Source: an optimization exercise on an open RTL-to-GDS flow (aim: small area). Production flows keep margins and buffers that such runs may drop.
Function was checked by simulation only, so behaviour that the tests miss may differ from the original.
Power is estimated from default activity; no workload was simulated.

lagoon:
Design i2c_target, start of the top module:
module i2c_target #(
    parameter logic [6:0] DEV_ADDR = i2c_target_pkg::DEFAULT_DEV_ADDR,
    parameter int         NUM_REGS = i2c_target_pkg::DEFAULT_NUM_REGS
) (
    input  logic       clk,
    input  logic       rst,
    input  logic       scl,
    input  logic       sda_in,
    output logic       sda_oe,
    output logic       busy,
    input  logic       host_we,
    input  logic [7:0] host_addr,
    input  logic [7:0] host_wdata,
    output logic [7:0] host_rdata,
    output logic       bus_wr_pulse,
    output logic [7:0] bus_wr_addr,
    output logic [7:0] bus_wr_data
);
Size in the first run: about 2600 cells after synthesis, roughly 560 flip-flops, ~48 I/O pins, about 0.026 mm^2 of cells after synthesis.
==> flow/config.mk <==
export PLATFORM = sky130hd
export DESIGN_NAME = i2c_target
export DESIGN_NICKNAME = i2c_target
export VERILOG_FILES = /design/flow/design.v
export SDC_FILE = /design/flow/constraint.sdc
export NUM_CORES = 4
export LEC_CHECK = 0
export CAP_MARGIN = 20
export CELL_PAD_IN_SITES_DETAIL_PLACEMENT = 2
export CELL_PAD_IN_SITES_GLOBAL_PLACEMENT = 2
export CORE_MARGIN = 2
export CORE_UTILIZATION = 35
export GPL_TIMING_DRIVEN = 0
export PLACE_DENSITY = 0.45
export SETUP_SLACK_MARGIN = 0.4
export SLEW_MARGIN = 20
export SYNTH_HIERARCHICAL = 1
export SYNTH_MINIMUM_KEEP_SIZE = 0
==> flow/constraint.sdc <==
create_clock -name core_clock -period 6.0 [get_ports {clk}]
set_input_delay 1.2000 -clock core_clock [delete_from_list [all_inputs] [get_ports {clk}]]
set_output_delay 1.2000 -clock core_clock [all_outputs]
set_load 0.01 [all_outputs]
standard.sh (not shown) runs the stock make flow with config.mk's settings and CLKGATE_MAP_FILE= SYNTH_SCRIPT=/design/flow/synth_recipe.tcl, a recipe that flattens the netlist after the stock synthesis.
==> flow/flow/run.sh <==
#!/bin/bash
# Standard ORFS layout (unchanged synthesis) with these changes:
#  - buffers that ABC inserted are removed at floorplan (REMOVE_ABC_BUFFERS),
#  - every cell is swapped to its smallest drive variant after floorplan,
#    leaving repair_design/repair_timing to upsize only where needed,
#  - ports are buffered with buf_1 instead of the resizer's default pick,
#  - clock tree built without dummy loads, from clkbuf_8 leaf clusters.
set -euo pipefail
HERE=$(pwd)
export REMOVE_ABC_BUFFERS=1
export POST_FLOORPLAN_TCL=$HERE/flow/downsize.tcl
export BUFFER_PORTS_ARGS="-buffer_cell sky130_fd_sc_hd__buf_1"
export CTS_ARGS="-sink_clustering_enable -repair_clock_nets -dont_use_dummy_load -sink_clustering_size 14 -sink_clustering_max_diameter 60 -buf_list sky130_fd_sc_hd__clkbuf_8"
bash standard.sh > $HERE/standard_flow.log 2>&1
==> flow/flow/downsize.tcl <==
set db [ord::get_db]
set block [ord::get_db_block]
set variants [dict create]
foreach lib [$db getLibs] {
  foreach m [$lib getMasters] {
    set n [$m getName]
    if {[regexp {^(sky130_fd_sc_hd__[a-z0-9]+)_([0-9]+)$} $n -> base drv]} {
      if {[string match "*lpflow*" $n] || [string match "*probe*" $n]} { continue }
      dict lappend variants $base $m
    }
  }
}
set skip {sky130_fd_sc_hd__tapvpwrvgnd sky130_fd_sc_hd__conb sky130_fd_sc_hd__fill sky130_fd_sc_hd__decap sky130_fd_sc_hd__diode}
set n_swapped 0
set saved 0
foreach inst [$block getInsts] {
  set m [$inst getMaster]
  set n [$m getName]
  if {![regexp {^(sky130_fd_sc_hd__[a-z0-9]+)_([0-9]+)$} $n -> base drv]} { continue }
  if {[lsearch -exact $skip $base] >= 0} { continue }
  if {![dict exists $variants $base]} { continue }
  set cur_area [expr {[$m getWidth] * [$m getHeight]}]
  set best $m
  set best_area $cur_area
  foreach v [dict get $variants $base] {
    set a [expr {[$v getWidth] * [$v getHeight]}]
    if {$a < $best_area} { set best $v; set best_area $a }
  }
  if {$best ne $m} {
    replace_cell [$inst getName] [$best getName]
    incr n_swapped
    set saved [expr {$saved + $cur_area - $best_area}]
  }
}
puts "downsize: swapped $n_swapped cells, saved [expr {$saved / 1.0e6}] um^2"
lagoon went all the way through the flow, and no timing, DRC or antenna check failed.
## Diff of input files: harbor against lagoon
Settings: swapping 35 for 40 in CORE_UTILIZATION; swapping 0.45 for 0.55 in PLACE_DENSITY; swapping 2 for 1 in CELL_PAD_IN_SITES_DETAIL_PLACEMENT; swapping 2 for 1 in CELL_PAD_IN_SITES_GLOBAL_PLACEMENT.
--- outcome ---
Summary of harbor over lagoon: via total after detailed routing lower, setup slack grew by 0.092 ns.
harbor vs. lagoon: global-route usage over all layers went up by 2.0 points.
Multi-input logic portion of the cell area across lagoon and harbor: no real change.
Number of placement rows (harbor vs. lagoon) decreases by a few percent
Summary of harbor over lagoon: layout-stage area growth over the synthesis result went down, layout cell share with drive strength beyond 1 held steady, cell count of the worst reg-to-reg path held steady.
The slowest library cell on the worst path comes out sky130_fd_sc_hd__nor2_2 in one run and sky130_fd_sc_hd__a222oi_1 in the other, namely in harbor and lagoon respectively.
--- input diff harbor..quartz ---
Settings: CELL_PAD_IN_SITES_GLOBAL_PLACEMENT: 1 -> 2; CORE_UTILIZATION: 40 -> 35; CELL_PAD_IN_SITES_DETAIL_PLACEMENT: 1 -> 2; PLACE_DENSITY: 0.55 -> 0.45; SETUP_SLACK_MARGIN: 0.4 -> unset.
Findings:
- Completing all stages was not enough for quartz: its layout failed the final checks because of setup timing.
- Total half-perimeter wirelength after legalization and detailed placement (higher): quartz
- Going from harbor to quartz, combinational power barely changed; post-placement cell count climbed 100; total power climbed 130 uW; timing-limited maximum frequency dropped 14 MHz; count of clock-buffer cells in the layout climbed 5.
- For sequential share of layout area, quartz and harbor come out practically identical.
- Where total wire length after detailed routing is concerned, harbor is better than quartz.
- Cell count ended up 80 higher on quartz than on harbor.
Input-level comparison between onyx and quartz:
Settings: CAP_MARGIN now 10, was 20; SLEW_MARGIN now 10, was 20; SETUP_SLACK_MARGIN now 0.25, previously not set.
Notes after the runs:
- onyx reached the end of the flow, and the finished layout is clean on the timing, DRC and antenna checks.
- As far as power share of the combinational group is concerned, onyx and quartz perform about the same.
- Cell with the largest stage delay on the worst path = sky130_fd_sc_hd__a222oi_1: onyx; cell with the largest stage delay on the worst path = sky130_fd_sc_hd__nor2_2: quartz
- In the flow results for quartz and onyx, the routed metal-1 wire length is larger on quartz.
- Detailed-route wire length per cell | onyx below quartz
- For number of levels in the clock H-tree, onyx and quartz come out practically identical.
- Compared with quartz, onyx shows clock share of power lower by 0.3 points.
- First-pass GRT wire length delta (onyx − quartz): unfavourable
- Re count of hold buffers inserted by post-cts repair: no difference whatsoever between onyx and quartz.
- Summary of onyx over quartz: number of clock-tree buffers in the layout now smaller, sequential share of layout area about even, count of vias placed by the detailed router now larger.
- Final area of onyx is on par with quartz.
Inputs modified between onyx and amber:
Settings: PLACE_DENSITY now 0.55, was 0.45; CELL_PAD_IN_SITES_DETAIL_PLACEMENT now 1, was 2; CORE_UTILIZATION now 40, was 35; CELL_PAD_IN_SITES_GLOBAL_PLACEMENT now 1, was 2.
The final layouts of onyx and amber pass the timing, DRC and antenna checks. Against onyx, final-stage net count in amber fell slightly. As far as number of hold violations in the final report goes, onyx and amber are indistinguishable; the numbers are identical. The launching instance or port of the critical path comes out host_addr[0] in one run and host_addr[1] in the other, namely in amber and onyx respectively. In amber, the filler cell count came out 9.3% below the value in onyx. amber vs onyx on via count of the first global-routing pass: amber is the lower one. amber ends up with a global-route met2 utilization that is 0.83 points higher than in onyx. Looking at clock period minus worst slack, amber sits 0.037 ns below onyx.
## Diff of input files: pepper against amber
Settings: SETUP_SLACK_MARGIN: 0.25 -> 0.8; SLEW_MARGIN: 10 -> 20; PLACE_DENSITY: 0.55 -> 0.45; CORE_UTILIZATION: 40 -> 35; CAP_MARGIN: 10 -> 20; CELL_PAD_IN_SITES_GLOBAL_PLACEMENT: 1 -> 2; CELL_PAD_IN_SITES_DETAIL_PLACEMENT: 1 -> 2.
In the metrics for amber and pepper, the one carrying the lower post-route met1 wirelength is amber.
The final design utilization in pepper was lower than what amber gave.
Delta(non-clock buffer total of the final layout, pepper - amber) > 0
Later-pin clock latency in the skew report of pepper is on par with amber.
Between amber and pepper, horizontal extent of the die increased.
Diff amber -> pepper: final setup slack of the worst path saw an increase, worst slack after detailed placement shows a reduction of 0.24 ns, data arrival at the endpoint of the critical path now sits lower, via count of the first global-routing pass went up 6.3%.

static timing again, ports no longer ideal:
How much do the figures lean on ideal ports? The routed layouts below were timed once more, with nothing changed but the port constraints.
Step 1 sets driving cells, clkbuf_16 on the clock port and buf_2 on the other inputs (assumed; they add their load-dependent delay and slew).
Step 2 adds t to the input delays and takes it off the output delays; t is the mean of the earliest and latest rising clock arrival at the registers after step 1. Input paths then give back, and output paths get back, about the clock's delay inside the block.
Three values: no drivers, after step 1, after step 2; two values: the first two.
| run | t, ns | setup slack, ns | hold slack, ns | clock arrival spread, ns | worst register clock-pin slew, ns |
|---|---|---|---|---|---|
| lagoon | 0.777 | 0.343 / 0.314 / 0.314 | 0.359 / 0.328 / 0.359 | 0.087 / 0.087 | 0.10 / 0.10 |
| harbor | 0.756 | 0.435 / 0.411 / 0.411 | 0.347 / 0.318 / 0.358 | 0.056 / 0.057 | 0.11 / 0.11 |
| quartz | 0.782 | -0.038 / -0.075 / -0.075 | 0.359 / 0.326 / 0.359 | 0.081 / 0.081 | 0.10 / 0.10 |
| onyx | 0.790 | 0.170 / 0.140 / 0.140 | 0.360 / 0.360 / 0.360 | 0.065 / 0.065 | 0.11 / 0.11 |
| amber | 0.767 | 0.207 / 0.178 / 0.178 | 0.364 / 0.364 / 0.364 | 0.068 / 0.068 | 0.10 / 0.10 |
| pepper | 0.781 | 0.736 / 0.706 / 0.706 | 0.359 / 0.325 / 0.359 | 0.074 / 0.074 | 0.10 / 0.10 |
The setup slack of quartz, which loses most, moves by -0.037 ns with the drivers and by -0.037 ns with both steps.
